From an optimization exercise on the open Yosys and OpenROAD flow, aimed at small area and a short achievable clock period; shortcuts taken in it are not production practice. The RTL of this run was laid out without a check of its function. Power is estimated from default activity; no workload was simulated.

$ cat flow/run.sh
#!/bin/bash
# synth_recipe.tcl (not shown) runs the flow's synth.tcl, then flattens the netlist and writes it again
# the make line also repeats each setting of config.mk as NAME=value (left out here)
make -C /OpenROAD-flow-scripts/flow DESIGN_CONFIG=/design/flow/config.mk WORK_HOME=/design/flow/orfs CLKGATE_MAP_FILE= SYNTH_SCRIPT=/design/flow/synth_recipe.tcl finish
$ cat flow/design.v
package exec_pkg;
    localparam int IMM_W       = 16;
    localparam int LINK_OFFSET = 8;
    localparam int SLOT_OFFSET = 4;
    typedef logic [31:0] word_t;
    typedef logic [4:0]  reg_idx_t;
    typedef enum logic [3:0] {
        ADD,
        ADDU,
        SUB,
        SUBU,
        AND,
        OR,
        XOR,
        NOR,
        SLT,
        SLTU,
        SLL,
        SRL,
        SRA,
        LUI
    } alu_op_e;
    typedef enum logic [2:0] {
        BEQ,
        BNE,
        BGEZ,
        BGTZ,
        BLEZ,
        BLTZ
    } branch_e;
    typedef enum logic [1:0] {
        MSIZE1,
        MSIZE2,
        MSIZE4
    } msize_e;
    typedef enum logic [1:0] {
        CM_NONE,
        CM_MOVZ,
        CM_MOVN
    } cmove_e;
    typedef struct packed {
        alu_op_e alu_op;
        logic    imm_src;
        logic    zero_ext;
        logic    shamt_valid;
        logic    memtoreg;
        logic    memwrite;
        msize_e  msize;
        logic    regwrite;
        logic    tne;
        cmove_e  cmove;
        logic    is_link;
        logic    branch;
        branch_e branch_type;
        logic    jump;
        logic    jr;
    } ctl_t;
    typedef struct packed {
        logic overflow;
        logic adel;
        logic ades;
        logic trap;
    } exc_t;
    typedef struct packed {
        logic  bypass;
        word_t data;
    } bypass_t;
    typedef struct packed {
        logic             valid;
        word_t            pc;
        word_t            raw_instr;
        word_t            rd1;
        word_t            rd2;
        logic [IMM_W-1:0] imm;
        reg_idx_t         rdst;
        ctl_t             ctl;
        logic             pre_taken;
        word_t            pre_pc;
        logic             in_exc;
    } issue_t;
    typedef struct packed {
        logic     valid;
        word_t    pc;
        word_t    alu_out;
        word_t    srca;
        word_t    srcb;
        reg_idx_t rdst;
        logic     regwrite;
        logic     memtoreg;
        logic     memwrite;
        msize_e   msize;
        exc_t     exc;
    } result_t;
    function automatic word_t ext_imm(logic [IMM_W-1:0] imm, logic zero_ext);
        if (zero_ext) begin
            ext_imm = {{(32-IMM_W){1'b0}}, imm};
        end else begin
            ext_imm = {{(32-IMM_W){imm[IMM_W-1]}}, imm};
        end
    endfunction
    function automatic logic misaligned(msize_e size, logic [1:0] addr_lo);
        misaligned = ((size == exec_pkg::MSIZE2) && addr_lo[0]) || ((size == exec_pkg::MSIZE4) && (addr_lo != 2'b00));
    endfunction
endpackage
`timescale 1ns/1ps
module exec_alu (
    input  exec_pkg::word_t   a_i,
    input  exec_pkg::word_t   b_i,
    input  exec_pkg::alu_op_e op_i,
    output exec_pkg::word_t   y_o,
    output logic              overflow_o
);
    exec_pkg::word_t      sum;
    exec_pkg::word_t      diff;
    logic [4:0] shamt;
    logic       add_ovf;
    logic       sub_ovf;
    assign sum   = a_i + b_i;
    assign diff  = a_i - b_i;
    assign shamt = a_i[4:0];
    assign add_ovf = (a_i[31] == b_i[31]) && (sum[31] != a_i[31]);
    assign sub_ovf = (a_i[31] != b_i[31]) && (diff[31] != a_i[31]);
    always_comb begin
        y_o        = '0;
        overflow_o = 1'b0;
        case (op_i)
            exec_pkg::ADD: begin
                y_o        = sum;
                overflow_o = add_ovf;
            end
            exec_pkg::ADDU: begin
                y_o = sum;
            end
            exec_pkg::SUB: begin
                y_o        = diff;
                overflow_o = sub_ovf;
            end
            exec_pkg::SUBU: begin
                y_o = diff;
            end
            exec_pkg::AND: begin
                y_o = a_i & b_i;
            end
            exec_pkg::OR: begin
                y_o = a_i | b_i;
            end
            exec_pkg::XOR: begin
                y_o = a_i ^ b_i;
            end
            exec_pkg::NOR: begin
                y_o = ~(a_i | b_i);
            end
            exec_pkg::SLT: begin
                y_o = {31'b0, $signed(a_i) < $signed(b_i)};
            end
            exec_pkg::SLTU: begin
                y_o = {31'b0, a_i < b_i};
            end
            exec_pkg::SLL: begin
                y_o = b_i << shamt;
            end
            exec_pkg::SRL: begin
                y_o = b_i >> shamt;
            end
            exec_pkg::SRA: begin
                y_o = exec_pkg::word_t'($signed(b_i) >>> shamt);
            end
            exec_pkg::LUI: begin
                y_o = {b_i[15:0], 16'b0};
            end
            default: begin
                y_o = '0;
            end
        endcase
    end
endmodule
`timescale 1ns/1ps
module branch_resolve (
    input  exec_pkg::issue_t issue_i,
    input  exec_pkg::word_t  rs_i,
    input  exec_pkg::word_t  rt_i,
    output logic             cond_o,
    output logic             redirect_o,
    output exec_pkg::word_t  target_o
);
    exec_pkg::ctl_t  ctl;
    exec_pkg::word_t slot_pc;
    exec_pkg::word_t br_offset;
    logic  rs_zero;
    logic  taken;
    logic  is_jmp;
    logic  br_miss;
    logic  jmp_miss;
    assign ctl     = issue_i.ctl;
    assign slot_pc = issue_i.pc + exec_pkg::SLOT_OFFSET;
    assign rs_zero = (rs_i == '0);
    assign br_offset = {{14{issue_i.raw_instr[15]}}, issue_i.raw_instr[15:0], 2'b00};
    always_comb begin
        case (ctl.branch_type)
            exec_pkg::BEQ:     taken = (rs_i == rt_i);
            exec_pkg::BNE:     taken = (rs_i != rt_i);
            exec_pkg::BGEZ:    taken = !rs_i[31];
            exec_pkg::BGTZ:    taken = !rs_i[31] && !rs_zero;
            exec_pkg::BLEZ:    taken = rs_i[31] || rs_zero;
            exec_pkg::BLTZ:    taken = rs_i[31];
            default: taken = 1'b0;
        endcase
    end
    assign cond_o = ctl.branch && taken;
    assign is_jmp = ctl.jump || ctl.jr;
    always_comb begin
        if (ctl.branch && cond_o && !issue_i.pre_taken) begin
            target_o = slot_pc + br_offset;
        end else if (ctl.branch && !cond_o && issue_i.pre_taken) begin
            target_o = issue_i.pc + exec_pkg::LINK_OFFSET;
        end else if (ctl.jr) begin
            target_o = rs_i;
        end else if (ctl.jump) begin
            target_o = {slot_pc[31:28], issue_i.raw_instr[25:0], 2'b00};
        end else begin
            target_o = '0;
        end
    end
    assign br_miss = ctl.branch && (cond_o != issue_i.pre_taken);
    assign jmp_miss = is_jmp && !(issue_i.pre_taken && (issue_i.pre_pc == target_o));
    assign redirect_o = issue_i.valid && (br_miss || jmp_miss);
endmodule
`timescale 1ns/1ps
module exec_lane (
    input  exec_pkg::issue_t  issue_i,
    input  exec_pkg::bypass_t bypass_a_i,
    input  exec_pkg::bypass_t bypass_b_i,
    output exec_pkg::result_t result_o,
    output exec_pkg::word_t   rs_o,
    output exec_pkg::word_t   rt_o
);
    exec_pkg::ctl_t  ctl;
    exec_pkg::word_t rs;
    exec_pkg::word_t rt;
    exec_pkg::word_t imm_ext;
    exec_pkg::word_t op_a;
    exec_pkg::word_t op_b;
    exec_pkg::word_t alu_y;
    logic  alu_ovf;
    logic  addr_bad;
    logic  cm_fail;
    assign ctl = issue_i.ctl;
    assign rs = bypass_a_i.bypass ? bypass_a_i.data : issue_i.rd1;
    assign rt = bypass_b_i.bypass ? bypass_b_i.data : issue_i.rd2;
    assign rs_o = rs;
    assign rt_o = rt;
    assign imm_ext = exec_pkg::ext_imm(issue_i.imm, ctl.zero_ext);
    assign op_a = ctl.shamt_valid ? {27'b0, issue_i.raw_instr[10:6]} : rs;
    assign op_b = ctl.imm_src ? imm_ext : rt;
    exec_alu i_alu (
        .a_i        (op_a),
        .b_i        (op_b),
        .op_i       (ctl.alu_op),
        .y_o        (alu_y),
        .overflow_o (alu_ovf)
    );
    assign addr_bad = exec_pkg::misaligned(ctl.msize, alu_y[1:0]);
    always_comb begin
        case (ctl.cmove)
            exec_pkg::CM_MOVZ: cm_fail = (rt != '0);
            exec_pkg::CM_MOVN: cm_fail = (rt == '0);
            default: cm_fail = 1'b0;
        endcase
    end
    always_comb begin
        result_o.valid   = issue_i.valid;
        result_o.pc      = issue_i.pc;
        result_o.alu_out = alu_y;
        if (ctl.is_link) begin
            result_o.alu_out = issue_i.pc + exec_pkg::LINK_OFFSET;
        end
        result_o.srca     = rs;
        result_o.srcb     = rt;
        result_o.rdst     = issue_i.rdst;
        result_o.regwrite = ctl.regwrite && !cm_fail;
        result_o.memtoreg = ctl.memtoreg && !addr_bad;
        result_o.memwrite = ctl.memwrite && !addr_bad;
        result_o.msize    = ctl.msize;
        result_o.exc.overflow = alu_ovf;
        result_o.exc.adel     = ctl.memtoreg && addr_bad;
        result_o.exc.ades     = ctl.memwrite && addr_bad;
        result_o.exc.trap     = ctl.tne && (rs == rt);
    end
endmodule
`timescale 1ns/1ps
module exec_stage (
    input  logic            clk,
    input  logic            rst_i,
    input  logic [411:0]    issue_i,
    input  logic [65:0]     bypass_a_i,
    input  logic [65:0]     bypass_b_i,
    output logic [285:0]    result_o,
    output logic            redirect_o,
    output exec_pkg::word_t redirect_pc_o,
    output logic            branch_cond_o
);
    exec_pkg::issue_t  iss0;
    exec_pkg::issue_t  iss1;
    exec_pkg::bypass_t byp_a0;
    exec_pkg::bypass_t byp_a1;
    exec_pkg::bypass_t byp_b0;
    exec_pkg::bypass_t byp_b1;
    exec_pkg::result_t lane_res0;
    exec_pkg::result_t lane_res1;
    exec_pkg::word_t   lane_rs0;
    exec_pkg::word_t   lane_rs1;
    exec_pkg::word_t   lane_rt0;
    exec_pkg::word_t   lane_rt1;
    exec_pkg::result_t res_d0;
    exec_pkg::result_t res_d1;
    exec_pkg::result_t res_q0;
    exec_pkg::result_t res_q1;
    exec_pkg::result_t out0;
    exec_pkg::result_t out1;
    logic    [1:0]     valid_q;
    logic              br_cond;
    logic              br_redirect;
    exec_pkg::word_t   br_target;
    logic              l1_ovf;
    logic              l1_exc;
    logic              redirect_q;
    logic              cond_q;
    exec_pkg::word_t   target_q;
    assign iss0   = issue_i[205:0];
    assign iss1   = issue_i[411:206];
    assign byp_a0 = bypass_a_i[32:0];
    assign byp_a1 = bypass_a_i[65:33];
    assign byp_b0 = bypass_b_i[32:0];
    assign byp_b1 = bypass_b_i[65:33];
    exec_lane i_lane0 (
        .issue_i    (iss0),
        .bypass_a_i (byp_a0),
        .bypass_b_i (byp_b0),
        .result_o   (lane_res0),
        .rs_o       (lane_rs0),
        .rt_o       (lane_rt0)
    );
    exec_lane i_lane1 (
        .issue_i    (iss1),
        .bypass_a_i (byp_a1),
        .bypass_b_i (byp_b1),
        .result_o   (lane_res1),
        .rs_o       (lane_rs1),
        .rt_o       (lane_rt1)
    );
    branch_resolve i_branch (
        .issue_i    (iss1),
        .rs_i       (lane_rs1),
        .rt_i       (lane_rt1),
        .cond_o     (br_cond),
        .redirect_o (br_redirect),
        .target_o   (br_target)
    );
    assign l1_ovf = iss1.valid && lane_res1.exc.overflow;
    assign l1_exc = iss1.valid && (iss1.in_exc || (|lane_res1.exc));
    always_comb begin
        res_d1 = lane_res1;
        res_d0 = lane_res0;
        if (l1_ovf) begin
            res_d0.valid = 1'b0;
        end
        if (l1_exc) begin
            res_d0.memtoreg = 1'b0;
            res_d0.memwrite = 1'b0;
        end
    end
    always_ff @(posedge clk) begin
        if (rst_i) begin
            valid_q    <= '0;
            redirect_q <= 1'b0;
            cond_q     <= 1'b0;
        end else begin
            valid_q    <= {res_d1.valid, res_d0.valid};
            redirect_q <= br_redirect;
            cond_q     <= br_cond;
        end
    end
    always_ff @(posedge clk) begin
        res_q0   <= res_d0;
        res_q1   <= res_d1;
        target_q <= br_target;
    end
    always_comb begin
        out0       = res_q0;
        out1       = res_q1;
        out0.valid = valid_q[0];
        out1.valid = valid_q[1];
    end
    assign result_o      = {out1, out0};
    assign redirect_o    = redirect_q;
    assign redirect_pc_o = target_q;
    assign branch_cond_o = cond_q;
endmodule
$ cat flow/config.mk
export PLATFORM = sky130hd
export DESIGN_NAME = exec_stage
export DESIGN_NICKNAME = exec_stage
export VERILOG_FILES = /design/flow/design.v
export SDC_FILE = /design/flow/constraint.sdc
export NUM_CORES = 4
export LEC_CHECK = 0
export CAP_MARGIN = 20
export CORE_MARGIN = 2
export CORE_UTILIZATION = 40
export SETUP_SLACK_MARGIN = 0.2
export SLEW_MARGIN = 20
$ cat flow/constraint.sdc
create_clock -name core_clock -period 6.0 [get_ports {clk}]
set_input_delay 1.2000 -clock core_clock [delete_from_list [all_inputs] [get_ports {clk}]]
set_output_delay 1.2000 -clock core_clock [all_outputs]
set_load 0.01 [all_outputs]
==> flow_summary.ini <==
[place]
gp_congestion = 1.094
dp.cells = 6528
preCtsSetupSlack_ps = -369.9
dpl_cell_area_um2 = 44850
port_buffers = 792
dp_hpwl_mm = 166.1

[floorplanning]
io_pins = 866
num_rows = 104
start_util_pct = 40.18
dieArea_um2 = 82810
die_h_um = 287.8
die_w_um = 287.8
fp.coreArea_um2 = 80160

[setup_path]
path_buf_inv = 8
crit_fanout = 7
critPathSlowestCell = clkdlybuf4s50_1
crit_type = input port to flop
critPathMaxStageDelay_ps = 480
path_depth = 24
critical-path-top-delay-family = compound AO/OA/AOI/OAI gates
critPathLaunchType = input port
required_ps = 6480
cp_cell_sequence = clkdlybuf4s50_1 -> buf_4 -> mux2_2 -> mux2i_1 -> buf_4 -> inv_1 -> ha_1 -> o21bai_1 -> a21oi_1 -> nor2_1 -> o21ai_0 -> a211oi_1 -> buf_4 -> o311ai_1 -> buf_4 -> a211oi_1 -> o21ai_0 -> buf_4 -> a211oi_1 -> or4b_2 -> o21ai_0 -> a221oi_1 -> buf_4 -> o22ai_1
cp.arrival_ps = 6140
crit_path_frequent_cell = buf_4
end_kind = flop

[sta]
worst_slack_ps = 340.9
fin_crit_sh_pct = 94.32
setup_viol = 0
slew_headroom_pct = 24.84
tightest_slew_ps = 1117
rsz0062_at_grt = false
fmax_ghz = 0.1767
slew_violations = 0
post-route-min-period_ps = 5659
hold_violations = 0

[power_and_ir_drop]
p_leak_uw = 0.02011
pwr-share-seq_pct = 23.6
total_power_uw = 10120
p_sw_share_pct = 41.09
p_comb_share_pct = 50.4
pwr_density_cell_nw_per_um2 = 218.4
power_frac_clock_pct = 26.0
p_int_uw = 5959
power_switching_uw = 4157
ir_worst_vdd_mv = 0.2225

[synth]
avgSynthCellArea_um2 = 7.335
yosys.area.top_type_share_pct = 19.89
yosysWarnings = 4
synth.area.top_cells = dfxtp_1 (20%), ha_1 (8.7%), mux2i_1 (8.2%), xnor2_1 (5.8%), nor2_1 (5.4%)
async_flop_share_pct = 0
synth_ff_type = dfxtp_1
yosys.cell_types.count = 93
synth_area_um2 = 32210
syn_nets = 5166
ys_seq_area_share_pct = 19.89
synthCells = 4391
yosys.area.top_type = dfxtp_1
ys_ff_latch = 320
synth-edff-count = 0

[drt]
first_pass_iters = 6
ant_nets = 0
vias = 40270
post-route-drc-count = 0
wire_per_inst_um = 30.23
drt_iter0_markers = 5906
viasPerCell = 6.092
routed_wl_mm = 199.8

[cells_and_area]
syn_to_final_growth_pct = 43.82
register_area_um2 = 6406
multiInputGateArea_um2 = 23760
post_route_cells_drive_above_1_share_pct = 14.52
design_area_um2 = 46320
fin_cells = 6610
nets = 6284
nFillCells = 7694

[global_routing]
first_global_vias = 36890
met1_usage_pct = 58.68
top_usage_layer = met2
met2_usage_pct = 68.92
grtUsageTotal_pct = 45.72
grt_overflow = 0
grt_max_degree = 81
grt_pass1_wl_mm = 272.3
use_met3_pct = 10.97
antenna_found_initial = 23

[clocking]
cts.htree.levels = 2
cts_buffers = 38
cts.sinks = 320
cts_root_buf = clkbuf_16
cts_tree = built
cts_max_path_buffers = 3
clkTransAtPathRegs_ps = 70

[min_path]
holdPathStages = 1
hold_class = input port to flop

[status]
outcome = complete, no violations

[run]
maxCapViolations = 0
[stage by stage]
stage	hold slack [ps]	setup TNS, ps	utilization [%]
2_1_floorplan	1228	0	-
3_3_place_gp	1649	-1697	55.96
3_5_place_dp	1653	-2583	55.96
4_1_cts	1022	0	57.65
5_1_grt	1038	0	57.76
6_report	1029	0	57.79
[registers in the layout, summed over array words and instances, names as in the netlist]
signal,flops
res_q0,142
res_q1,142
target_q,32
valid_q,2
cond_q,1
redirect_q,1
[layout by cell type (no fill, tap or decap), drive strengths merged, types with 71 or more instances in the layout]
master	n
o21ai	322
clkdlybuf4s50	783
a21oi	339
nor2	463
xor2	101
dfxtp	320
xnor2	213
mux2	74
ha	224
mux2i	265
o211ai	71
nand2	408
inv	288
buf	589
[path summary, 6_finish.rpt]
| path | from | to | slack [ps] |
|---|---|---|---|
| max | bypass_b_i[32] | res_q0[109] | 340 |
| min | issue_i[58] | res_q0[11] | 1030 |
[power by group through the flow]
stage	registers, uW	clock network (uW)	logic (uW)
2_1_floorplan	2520	0	2330
3_3_place_gp	2430	0	4880
3_5_place_dp	2430	0	4880
4_1_cts	2390	2640	4910
5_1_grt	2400	2720	5310
6_report	2390	2630	5100
[routing by layer]
metal  routed length, um  up-vias
met1               77020    18940
met4               14760        6
met3               23550      580
li1                    -    17950
met5                  46        -
met2               84460     2797
[area by class of cell]
cell class,count,area share [%]
clock buffer,52,2.342
tap,1060,2.863
timing repair buffer,1372,26.68
sequential,320,13.83
clock inverter,16,0.5996
inverter,287,2.326
multi-input combinational,3490,51.29
antenna,13,0.07023
[repair_timing]
item	4_1_cts	5_1_grt
resized for setup	0	14
setup buffers	0	1
endpoints found under the setup margin	0	13
hold buffers	0	0
[cell families after synthesis]
family,Yosys count,synth area share [%]
AND/OR/NAND/NOR,1305,18.38
AO/OA/AOI/OAI,1300,26.01
buffers and inverters,581,6.988
multiplexers,342,11.19
flip-flops,320,19.89
XOR/XNOR,314,8.538
adder cells (fa/ha/maj),229,9.012
[synthesized netlist by cell type, drive strengths merged, types with 23 or more instances]
master / count
clkbuf: 226
a21o: 58
xor2: 101
xnor2: 213
o22ai: 61
o31ai: 27
buf: 68
mux2i: 265
nand2b: 34
ha: 224
nand2: 408
inv: 282
o211ai: 71
mux2: 74
a211oi: 69
a22oi: 25
dfxtp: 320
or2: 23
nor3: 65
nor2b: 39
and3: 25
a21oi: 339
a221oi: 33
o21a: 29
nor2: 463
o221ai: 27
nor4: 50
a31oi: 28
nand4: 53
o21ai: 322
nand3: 69

[static timing again, ports no longer ideal]
In the flow no input, the clock included, has a driving cell. The finished layout below was timed again as built, in two steps. Step 1 sets driving cells, clkbuf_16 on the clock port and buf_2 on the other inputs (assumed; they add their load-dependent delay and slew). Step 2 also shifts input and output timing later by t, the mid clock arrival at the registers, as if the neighbouring blocks saw the same clock. a / b / c = ideal / step 1 / step 2; a / b = the first two.
t (ns): 0.673
slack for setup (ns): 0.341 / 0.370 / -0.303
worst setup path after step 2: input to register
With both steps, setup timing fails in this run, where it was met with ideal ports. For this run, drivers alone change the setup slack by +0.029 ns; drivers and shift together by -0.644 ns.
